Background: an optimization exercise with open tools, aiming at small area. Do not read the settings as production practice.
Function was checked by simulation only, so behaviour that the tests miss may differ from the original.
Power and IR drop assume default switching activity.

==> flow/design.v <==
package cache_pkg;
    localparam int ADDR_W   = 32;
    localparam int OFFSET_W = 6;
    localparam int INDEX_W  = 4;
    localparam int NUM_SETS = 16;
    localparam int TAG_W    = ADDR_W - INDEX_W - OFFSET_W;
    localparam int D_WAYS = 8;
    localparam int I_WAYS = 4;
    localparam int WAY_W = 3;
    localparam int AGE_W = 3;
    localparam int LINE_W = TAG_W + 2 + AGE_W;
    localparam int CNT_W = 16;
    typedef enum logic [1:0] {I, S, E, M} mesi_e;
    typedef enum logic [2:0] {
        OP_READ      = 3'd0,
        OP_WRITE     = 3'd1,
        OP_FETCH     = 3'd2,
        OP_SNOOP_INV = 3'd3,
        OP_SNOOP_RD  = 3'd4
    } op_e;
    typedef struct packed {
        logic [TAG_W-1:0]    tag;
        logic [INDEX_W-1:0]  index;
        logic [OFFSET_W-1:0] offset;
    } address_t;
    typedef struct packed {
        logic [TAG_W-1:0] tag;
        mesi_e            mesi;
        logic [AGE_W-1:0] age;
    } cache_line_t;
    typedef cache_line_t [D_WAYS-1:0] d_set_t;
    typedef cache_line_t [I_WAYS-1:0] i_set_t;
    typedef struct packed {
        op_e      op;
        address_t address;
    } command_t;
    typedef struct packed {
        logic             hit;
        logic [WAY_W-1:0] way;
        mesi_e            mesi;
        logic             victim_dirty;
        logic             is_instr;
    } rsp_t;
    typedef struct packed {
        logic [CNT_W-1:0] hit_count;
        logic [CNT_W-1:0] miss_count;
    } stats_t;
endpackage
`timescale 1ns/100ps
module set_store #(
    parameter int SET_W = 216
) (
    input  logic                           clk_i,
    input  logic                           rst_n_i,
    input  logic                           rd_en_i,
    input  logic [cache_pkg::INDEX_W-1:0]  rd_index_i,
    output logic [SET_W-1:0]               rd_set_o,
    input  logic                           wr_en_i,
    input  logic [cache_pkg::INDEX_W-1:0]  wr_index_i,
    input  logic [SET_W-1:0]               wr_set_i
);
    localparam int LINE_W = cache_pkg::LINE_W;
    localparam int WAYS   = SET_W / LINE_W;
    function automatic [SET_W-1:0] cold_set(input integer ways);
        cold_set = '0;
        for (int w = 0; w < ways; w++) begin
            cold_set[w*LINE_W +: LINE_W] = LINE_W'(w);
        end
    endfunction
    localparam logic [SET_W-1:0] COLD_SET = cold_set(WAYS);
    logic [SET_W-1:0] sets_q [cache_pkg::NUM_SETS];
    always_ff @(posedge clk_i) begin
        if (!rst_n_i) begin
            for (int s = 0; s < cache_pkg::NUM_SETS; s++) begin
                sets_q[s] <= COLD_SET;
            end
        end else if (wr_en_i) begin
            sets_q[wr_index_i] <= wr_set_i;
        end
    end
    always_ff @(posedge clk_i) begin
        if (rd_en_i) begin
            if (wr_en_i && (wr_index_i == rd_index_i)) begin
                rd_set_o <= wr_set_i;
            end else begin
                rd_set_o <= sets_q[rd_index_i];
            end
        end
    end
endmodule
`timescale 1ns/100ps
module way_update #(
    parameter int  WAYS   = 8,
    parameter int  LINE_W = 27,
    parameter int  SET_W  = WAYS * LINE_W
) (
    input  logic                           lookup_en_i,
    input  cache_pkg::command_t            cmd_i,
    input  logic [SET_W-1:0]               set_i,
    output logic [SET_W-1:0]               set_o,
    output logic                           wr_en_o,
    output logic [cache_pkg::INDEX_W-1:0]  wr_index_o,
    output cache_pkg::rsp_t                rsp_o
);
    localparam int IDX_W = $clog2(WAYS);
    localparam int AGE_W = cache_pkg::AGE_W;
    localparam int TAG_W = cache_pkg::TAG_W;
    localparam int AGE_LSB  = 0;
    localparam int MESI_LSB = AGE_W;
    localparam int TAG_LSB  = AGE_W + 2;
    logic [WAYS-1:0]  hit_vec;
    logic             hit;
    logic [IDX_W-1:0] hit_way;
    logic [IDX_W-1:0] inv_way;
    logic             found_inv;
    logic [IDX_W-1:0] oldest_way;
    logic [AGE_W-1:0] oldest_age;
    logic [IDX_W-1:0] victim_way;
    logic [IDX_W-1:0] sel_way;
    logic [AGE_W-1:0] touched_age;
    logic [1:0]       sel_mesi;
    logic             is_snoop;
    logic [1:0]       new_mesi;
    logic [TAG_W-1:0] tag_in  [WAYS];
    logic [1:0]       mesi_in [WAYS];
    logic [AGE_W-1:0] age_in  [WAYS];
    always_comb begin
        for (int w = 0; w < WAYS; w++) begin
            tag_in[w]  = set_i[w*LINE_W + TAG_LSB  +: TAG_W];
            mesi_in[w] = set_i[w*LINE_W + MESI_LSB +: 2];
            age_in[w]  = set_i[w*LINE_W + AGE_LSB  +: AGE_W];
        end
    end
    always_comb begin
        for (int w = 0; w < WAYS; w++) begin
            hit_vec[w] = (mesi_in[w] != cache_pkg::I) && (tag_in[w] == cmd_i.address.tag);
        end
    end
    assign hit = |hit_vec;
    always_comb begin
        hit_way = '0;
        for (int w = 0; w < WAYS; w++) begin
            if (hit_vec[w]) begin
                hit_way = IDX_W'(w);
            end
        end
    end
    always_comb begin
        oldest_way = '0;
        oldest_age = age_in[0];
        for (int w = 1; w < WAYS; w++) begin
            if (age_in[w] > oldest_age) begin
                oldest_age = age_in[w];
                oldest_way = IDX_W'(w);
            end
        end
        inv_way   = '0;
        found_inv = 1'b0;
        for (int w = WAYS - 1; w >= 0; w--) begin
            if (mesi_in[w] == cache_pkg::I) begin
                inv_way   = IDX_W'(w);
                found_inv = 1'b1;
            end
        end
        victim_way = found_inv ? inv_way : oldest_way;
    end
    assign sel_way     = hit ? hit_way : victim_way;
    assign is_snoop    = (cmd_i.op == cache_pkg::OP_SNOOP_INV) || (cmd_i.op == cache_pkg::OP_SNOOP_RD);
    assign wr_index_o  = cmd_i.address.index;
    always_comb begin
        touched_age = age_in[0];
        sel_mesi    = mesi_in[0];
        for (int w = 1; w < WAYS; w++) begin
            if (sel_way == IDX_W'(w)) begin
                touched_age = age_in[w];
                sel_mesi    = mesi_in[w];
            end
        end
    end
    always_comb begin
        new_mesi = sel_mesi;
        case (cmd_i.op)
            cache_pkg::OP_SNOOP_INV: if (hit) new_mesi = cache_pkg::I;
            cache_pkg::OP_SNOOP_RD: begin
                if (hit && ((sel_mesi == cache_pkg::M) || (sel_mesi == cache_pkg::E))) begin
                    new_mesi = cache_pkg::S;
                end
            end
            cache_pkg::OP_WRITE: new_mesi = cache_pkg::M;
            default: if (!hit) new_mesi = cache_pkg::E;
        endcase
    end
    always_comb begin
        set_o   = set_i;
        wr_en_o = 1'b0;
        rsp_o   = '0;
        if (lookup_en_i) begin
            if (is_snoop) begin
                if (hit) begin
                    for (int w = 0; w < WAYS; w++) begin
                        if (sel_way == IDX_W'(w)) begin
                            set_o[w*LINE_W + MESI_LSB +: 2] = new_mesi;
                        end
                    end
                    wr_en_o = 1'b1;
                end
            end else begin
                for (int w = 0; w < WAYS; w++) begin
                    if (age_in[w] < touched_age) begin
                        set_o[w*LINE_W + AGE_LSB +: AGE_W] = age_in[w] + 1'b1;
                    end
                end
                for (int w = 0; w < WAYS; w++) begin
                    if (sel_way == IDX_W'(w)) begin
                        set_o[w*LINE_W + AGE_LSB  +: AGE_W] = '0;
                        set_o[w*LINE_W + TAG_LSB  +: TAG_W] = cmd_i.address.tag;
                        set_o[w*LINE_W + MESI_LSB +: 2]     = new_mesi;
                    end
                end
                wr_en_o = 1'b1;
            end
            rsp_o.hit          = hit;
            rsp_o.way          = (is_snoop && !hit) ? '0 : cache_pkg::WAY_W'(sel_way);
            rsp_o.mesi         = (is_snoop && !hit) ? cache_pkg::I : cache_pkg::mesi_e'(new_mesi);
            rsp_o.victim_dirty = !is_snoop && !hit && (sel_mesi == cache_pkg::M);
            rsp_o.is_instr     = (WAYS == cache_pkg::I_WAYS);
        end
    end
endmodule
`timescale 1ns/100ps
module command_router (
    input  logic                           clk_i,
    input  logic                           rst_n_i,
    input  logic                           cmd_valid_i,
    input  cache_pkg::command_t            cmd_i,
    output logic                           d_rd_en_o,
    output logic                           i_rd_en_o,
    output logic [cache_pkg::INDEX_W-1:0]  rd_index_o,
    output logic                           d_lookup_en_o,
    output logic                           i_lookup_en_o,
    output cache_pkg::command_t            stage_cmd_o,
    input  cache_pkg::rsp_t                d_rsp_i,
    input  cache_pkg::rsp_t                i_rsp_i,
    output logic                           rsp_valid_o,
    output cache_pkg::rsp_t                rsp_o,
    output cache_pkg::stats_t              stats_o
);
    logic     to_data;
    logic     to_instr;
    logic     s1_valid_q;
    logic     s1_d_en_q;
    logic     s1_i_en_q;
    cache_pkg::command_t s1_cmd_q;
    logic     s1_snoop;
    logic     s1_counted;
    cache_pkg::rsp_t     merged;
    always_comb begin
        to_data  = 1'b0;
        to_instr = 1'b0;
        case (cmd_i.op)
            cache_pkg::OP_READ, cache_pkg::OP_WRITE: to_data = 1'b1;
            cache_pkg::OP_FETCH: to_instr = 1'b1;
            cache_pkg::OP_SNOOP_INV, cache_pkg::OP_SNOOP_RD: begin
                to_data  = 1'b1;
                to_instr = 1'b1;
            end
            default: begin
                to_data  = 1'b0;
                to_instr = 1'b0;
            end
        endcase
    end
    assign d_rd_en_o  = cmd_valid_i && to_data;
    assign i_rd_en_o  = cmd_valid_i && to_instr;
    assign rd_index_o = cmd_i.address.index;
    always_ff @(posedge clk_i) begin
        if (!rst_n_i) begin
            s1_valid_q <= 1'b0;
            s1_d_en_q  <= 1'b0;
            s1_i_en_q  <= 1'b0;
        end else begin
            s1_valid_q <= cmd_valid_i;
            s1_d_en_q  <= d_rd_en_o;
            s1_i_en_q  <= i_rd_en_o;
        end
    end
    always_ff @(posedge clk_i) begin
        if (cmd_valid_i) begin
            s1_cmd_q <= cmd_i;
        end
    end
    assign d_lookup_en_o = s1_d_en_q;
    assign i_lookup_en_o = s1_i_en_q;
    assign stage_cmd_o   = s1_cmd_q;
    assign s1_snoop   = ((s1_cmd_q.op == cache_pkg::OP_SNOOP_INV) || (s1_cmd_q.op == cache_pkg::OP_SNOOP_RD));
    assign s1_counted = s1_valid_q && !s1_snoop;
    always_comb begin
        if (s1_snoop) begin
            merged              = d_rsp_i.hit ? d_rsp_i : i_rsp_i;
            merged.hit          = d_rsp_i.hit | i_rsp_i.hit;
            merged.victim_dirty = 1'b0;
        end else if (s1_i_en_q) begin
            merged = i_rsp_i;
        end else begin
            merged = d_rsp_i;
        end
    end
    always_ff @(posedge clk_i) begin
        if (!rst_n_i) begin
            rsp_valid_o <= 1'b0;
            stats_o     <= '0;
        end else begin
            rsp_valid_o <= s1_valid_q;
            if (s1_counted) begin
                if (merged.hit) begin
                    stats_o.hit_count <= stats_o.hit_count + 1'b1;
                end else begin
                    stats_o.miss_count <= stats_o.miss_count + 1'b1;
                end
            end
        end
    end
    always_ff @(posedge clk_i) begin
        if (s1_valid_q) begin
            rsp_o <= merged;
        end
    end
endmodule
`timescale 1ns/100ps
module split_cache_top (
    input  logic                 clk_i,
    input  logic                 rst_n_i,
    input  logic                 cmd_valid_i,
    input  logic [34:0]          cmd_i,
    output logic                 rsp_valid_o,
    output logic [7:0]           rsp_o,
    output logic [31:0]          stats_o
);
    localparam int D_SET_W = cache_pkg::D_WAYS * cache_pkg::LINE_W;
    localparam int I_SET_W = cache_pkg::I_WAYS * cache_pkg::LINE_W;
    cache_pkg::command_t cmd;
    cache_pkg::rsp_t     rsp;
    cache_pkg::stats_t   stats;
    assign cmd     = cmd_i;
    assign rsp_o   = rsp;
    assign stats_o = stats;
    logic               d_rd_en;
    logic               i_rd_en;
    logic [cache_pkg::INDEX_W-1:0] rd_index;
    logic [D_SET_W-1:0] d_rd_set;
    logic [I_SET_W-1:0] i_rd_set;
    logic     d_lookup_en;
    logic     i_lookup_en;
    cache_pkg::command_t stage_cmd;
    cache_pkg::rsp_t     d_rsp;
    cache_pkg::rsp_t     i_rsp;
    logic [D_SET_W-1:0] d_wr_set;
    logic [I_SET_W-1:0] i_wr_set;
    logic               d_wr_en;
    logic               i_wr_en;
    logic [cache_pkg::INDEX_W-1:0] d_wr_index;
    logic [cache_pkg::INDEX_W-1:0] i_wr_index;
    command_router u_router (
        .clk_i         (clk_i),
        .rst_n_i       (rst_n_i),
        .cmd_valid_i   (cmd_valid_i),
        .cmd_i         (cmd),
        .d_rd_en_o     (d_rd_en),
        .i_rd_en_o     (i_rd_en),
        .rd_index_o    (rd_index),
        .d_lookup_en_o (d_lookup_en),
        .i_lookup_en_o (i_lookup_en),
        .stage_cmd_o   (stage_cmd),
        .d_rsp_i       (d_rsp),
        .i_rsp_i       (i_rsp),
        .rsp_valid_o   (rsp_valid_o),
        .rsp_o         (rsp),
        .stats_o       (stats)
    );
    set_store #(.SET_W(D_SET_W)) u_d_store (
        .clk_i      (clk_i),
        .rst_n_i    (rst_n_i),
        .rd_en_i    (d_rd_en),
        .rd_index_i (rd_index),
        .rd_set_o   (d_rd_set),
        .wr_en_i    (d_wr_en),
        .wr_index_i (d_wr_index),
        .wr_set_i   (d_wr_set)
    );
    way_update #(.WAYS(cache_pkg::D_WAYS), .LINE_W(cache_pkg::LINE_W), .SET_W(D_SET_W)) u_d_update (
        .lookup_en_i (d_lookup_en),
        .cmd_i       (stage_cmd),
        .set_i       (d_rd_set),
        .set_o       (d_wr_set),
        .wr_en_o     (d_wr_en),
        .wr_index_o  (d_wr_index),
        .rsp_o       (d_rsp)
    );
    set_store #(.SET_W(I_SET_W)) u_i_store (
        .clk_i      (clk_i),
        .rst_n_i    (rst_n_i),
        .rd_en_i    (i_rd_en),
        .rd_index_i (rd_index),
        .rd_set_o   (i_rd_set),
        .wr_en_i    (i_wr_en),
        .wr_index_i (i_wr_index),
        .wr_set_i   (i_wr_set)
    );
    way_update #(.WAYS(cache_pkg::I_WAYS), .LINE_W(cache_pkg::LINE_W), .SET_W(I_SET_W)) u_i_update (
        .lookup_en_i (i_lookup_en),
        .cmd_i       (stage_cmd),
        .set_i       (i_rd_set),
        .set_o       (i_wr_set),
        .wr_en_o     (i_wr_en),
        .wr_index_o  (i_wr_index),
        .rsp_o       (i_rsp)
    );
endmodule
==> flow/run.sh <==
#!/bin/bash
# synth_recipe.tcl (not shown) runs the flow's synth.tcl, then flattens the netlist and writes it again
# the make line also repeats each setting of config.mk as NAME=value (left out here)
make -C /OpenROAD-flow-scripts/flow DESIGN_CONFIG=/design/flow/config.mk WORK_HOME=/design/flow/orfs CLKGATE_MAP_FILE= SYNTH_SCRIPT=/design/flow/synth_recipe.tcl finish
==> flow/config.mk <==
export PLATFORM = sky130hd
export DESIGN_NAME = split_cache_top
export DESIGN_NICKNAME = split_cache_top
export VERILOG_FILES = /design/flow/design.v
export SDC_FILE = /design/flow/constraint.sdc
export NUM_CORES = 4
export LEC_CHECK = 0
export CAP_MARGIN = 20
export CORE_MARGIN = 2
export CORE_UTILIZATION = 40
export PLACE_DENSITY = 0.55
export SLEW_MARGIN = 20
==> flow/constraint.sdc <==
create_clock -name core_clock -period 12.0 [get_ports {clk_i}]
set_input_delay 2.4000 -clock core_clock [delete_from_list [all_inputs] [get_ports {clk_i}]]
set_output_delay 2.4000 -clock core_clock [all_outputs]
set_load 0.01 [all_outputs]
==> results.yml <==
place:
  dp_slack_ps: 583
  port-buffer-count: 72
  hpwl_um: 410000
  dp.cells: 23400
  gp_congestion: 0.851
detailed_routing:
  drt_iter0_markers: 20200
  drc: 0
  wire_per_inst_um: 33.2
  drtAntennaViolNets: 0
  avgViaCountPerCell: 6.01
  vias: 147000
  finalWirelength_um: 813000
  firstDrtPassIters: 6
global_routing:
  grt_pass1_wl_um: 1140000
  grt-ovfl-total: 0
  grt_max_degree: 129
  grt_use_total_pct: 25.9
  antenna_found_initial: 19
  grt_pass1_vias: 147000
worst_setup_path:
  slowest_stage: "edfxtp_1"
  endpoint_kind: "flip-flop"
  path_common_cell: "ha_1"
  crit_path_max_fanout: 17
  arrival_ps: 11940
  cp-start-kind: "flip-flop"
  critical_path_required_ps: 12800
  critPathKind: "reg2reg"
  max_stage_delay_ps: 380
clocking:
  cts_tree: "done"
  cts_resized: 0
  clock_path_buffers: 4
  htreeDepth: 6
  cts_buffers: 599
  cts_setup_buffers: 0
  holdBufCountCts: 0
  worstSkewPairLatency_ps: 1130
  cts_sinks: 5581
  path_clk_slew_ps: 60
  clock-root-buffer: "clkbuf_16"
sta:
  worstMarginPinSlew_ps: 1240
  slew-limit-headroom_pct: 17.1
  setup_ws_ps: 860
  setup_viol: 0
  hold_viol: 0
  rsz0062_at_grt: "false"
  fin_skew_ps: 68.5
  slew_viol_final: 0
  min_period_ps: 11140
  timing.fmax_ghz: 0.0898
  setup_tns_ps: 0
  finalCritPeriodShare_pct: 92.8
floorplan:
  die_area_um2: 616000
  fp.dieW_um: 785
  core_area_um2: 607000
  dieHeight_um: 785
  io_pins: 79
  rows: 286
  initial_core_util_pct: 40.2
yosys:
  synthesis.area_um2: 244000
  synth_cells: 16100
  syn_avg_cell_area_um2: 15.2
  synth_warnings: 11
  ys.flop_type: "edfxtp_1"
  synthTopCellsByArea: "edfxtp_1 (68%), mux4_2 (15%), nor2_1 (7.6%)"
  synth_top_area_cell: "edfxtp_1"
  seq_area_frac_synth_pct: 68.5
  yosysMostFrequentCell: "edfxtp_1"
  ys_types: 97
  synth_nets: 16200
  async_reset_ff_share_pct: 0
  synth_common_cells: "edfxtp_1 (5,545), nor2_1 (4,958), mux4_2 (1,621), clkbuf_1 (1,182), nand2_1 (716)"
  synth_edf_count: 5545
  synth_top_cell_area_share_pct: 68.2
  ys_ff_latch: 5581
run:
  drv_cap: 0
power_and_ir_drop:
  vdd_drop_max_mv: 0.130
  p_per_area_nw_per_um2: 161
  power_leakage_nw: 96.1
status:
  status: "complete, no violations"
final_layout:
  seq_area_um2: 167000
  fin_nets: 16100
  stdcell_count: 24500
  syn_to_final_growth_pct: 12.5
  n_fill_cell: 52900
  drive_above_1_share_pct: 20.0
  multiInputGateArea_um2: 71600
hold_path:
  hp-class: "reg2reg"
-- cells by family (layout without fill, tap and decap cells) --
group                    Yosys count  in the layout  synth area share [%]
adder cells (fa/ha/maj)           68             68                 0.349
buffers and inverters           1495           1856                  2.43
multiplexers                    1946           1946                  16.3
AND/OR/NAND/NOR                 6131           6131                  9.88
flip-flops                      5581           5581                  68.5
other                              0             19                     0
XOR/XNOR                         304            304                  1.10
AO/OA/AOI/OAI                    558            558                  1.37
-- sequential cells by signal, indices dropped and copies added, names as in the netlist --
| register | count |
|---|---|
| u_d_store.rd_set_o | 216 |
| u_d_store.sets_q | 3456 |
| u_i_store.rd_set_o | 108 |
| u_i_store.sets_q | 1728 |
| u_router.rsp_o | 8 |
| u_router.rsp_valid_o | 1 |
| u_router.s1_cmd_q | 29 |
| u_router.s1_d_en_q | 1 |
| u_router.s1_i_en_q | 1 |
| u_router.s1_valid_q | 1 |
| u_router.stats_o | 32 |
-- metrics by stage --
stage          instance area [um2]  total power, W  hold WS [ps]  util [%]
2_1_floorplan               244000          0.0252           508         -
3_3_place_gp                256000          0.0266           491      42.1
3_5_place_dp                256000          0.0266           501      42.1
4_1_cts                     274000          0.0444           526      45.2
5_1_grt                     275000          0.0454           566      45.2
6_report                    275000          0.0442           524      45.2
-- worst paths after layout --
check                              from                        to  slack [ps]  depth (start not counted)
setup / recovery  u_d_store.rd_set_o[1]  u_d_store.sets_q[7][110]         860                         50
hold / removal     u_router.stats_o[23]      u_router.stats_o[23]         520                          2
setup reg to reg  u_d_store.rd_set_o[1]  u_d_store.sets_q[7][110]         860                         50
hold reg to reg    u_router.stats_o[23]      u_router.stats_o[23]         520                          2
-- where the power goes --
part | internal (W) | switching [W] | leakage [nW]
Clock | 0.00995 | 0.00802 | 8.99
Sequential | 0.0221 | 0.000260 | 56.3
Combinational | 0.00133 | 0.00254 | 30.8
Total | 0.0334 | 0.0108 | 96.1
-- critical path: cells and delay by family, from the launching register on --
kind,cells,cell delay [ps]
AOI/OAI and AO/OA,22,4760
adders and majority gates,8,2090
and+or+nand+nor,11,1590
muxes,4,1300
buffers and inverters,5,700
DFF,1,380
-- area by class of cell --
| class | instances | area share, % |
|---|---|---|
| antenna | 19 | 0.0173 |
| clock buffer | 771 | 5.75 |
| clock inverter | 294 | 1.00 |
| inverter | 45 | 0.0615 |
| multi-input combinational | 9007 | 26.1 |
| sequential | 5581 | 60.9 |
| tap | 8064 | 3.67 |
| timing repair buffer | 746 | 2.51 |
-- placed cells by master (no fill, tap or decap), types with 17 or more instances in the layout --
master           instances
o21ai_0                363
mux2i_1                293
clkdlybuf4s50_1         66
a31oi_1                 19
buf_4                  589
edfxtp_1              5545
bufinv_16               27
dfxtp_1                 36
nor2b_1                 18
inv_1                   45
a21oi_1                 41
nand4_1                 49
nor3_1                 123
xor2_1                 150
nor4_1                  52
clkbuf_16              606
nand2_1                652
xnor2_1                149
ha_1                    68
diode_2                 19
nor2_2                  17
clkinv_1               127
and2_1                  36
buf_12                  85
nor2_1                4937
clkbuf_1               165
nand2_4                 64
and3_1                  17
mux4_2                1621
clkinv_2                79
inv_16                  17
nand3_1                 38
-- routing by layer --
layer,part of all wire [%],GRT usage (%)
met5,0.00098,0
met1,40,36.8
met4,3.1,7.04
met2,47,41.4
met3,9.6,4.63

[afterwards: timing with drivers on the ports]
In the flow no input, the clock included, has a driving cell. The finished layout below was timed again as built, in two steps. Step 1: set_driving_cell puts a clkbuf_16 on clk_i and a buf_2 on each other input, an assumption about the parent block. Step 2 adds t to the input delays and takes it off the output delays; t is the mean of the earliest and latest rising clock arrival at the registers after step 1. Input paths then give back, and output paths get back, about the clock's delay inside the block. a / b / c = no drivers / after step 1 / after step 2; a / b = the first two.
t, ns: 1.212
setup WS [ns]: 0.860 / 0.860 / 0.860
worst hold slack (ns): 0.524 / 0.524 / 0.524
worst slew at a driven data input, ns: 0.08
After both steps this run still meets setup and hold. The setup slack of this run moves by 0.000 ns with the drivers and by 0.000 ns with both steps.
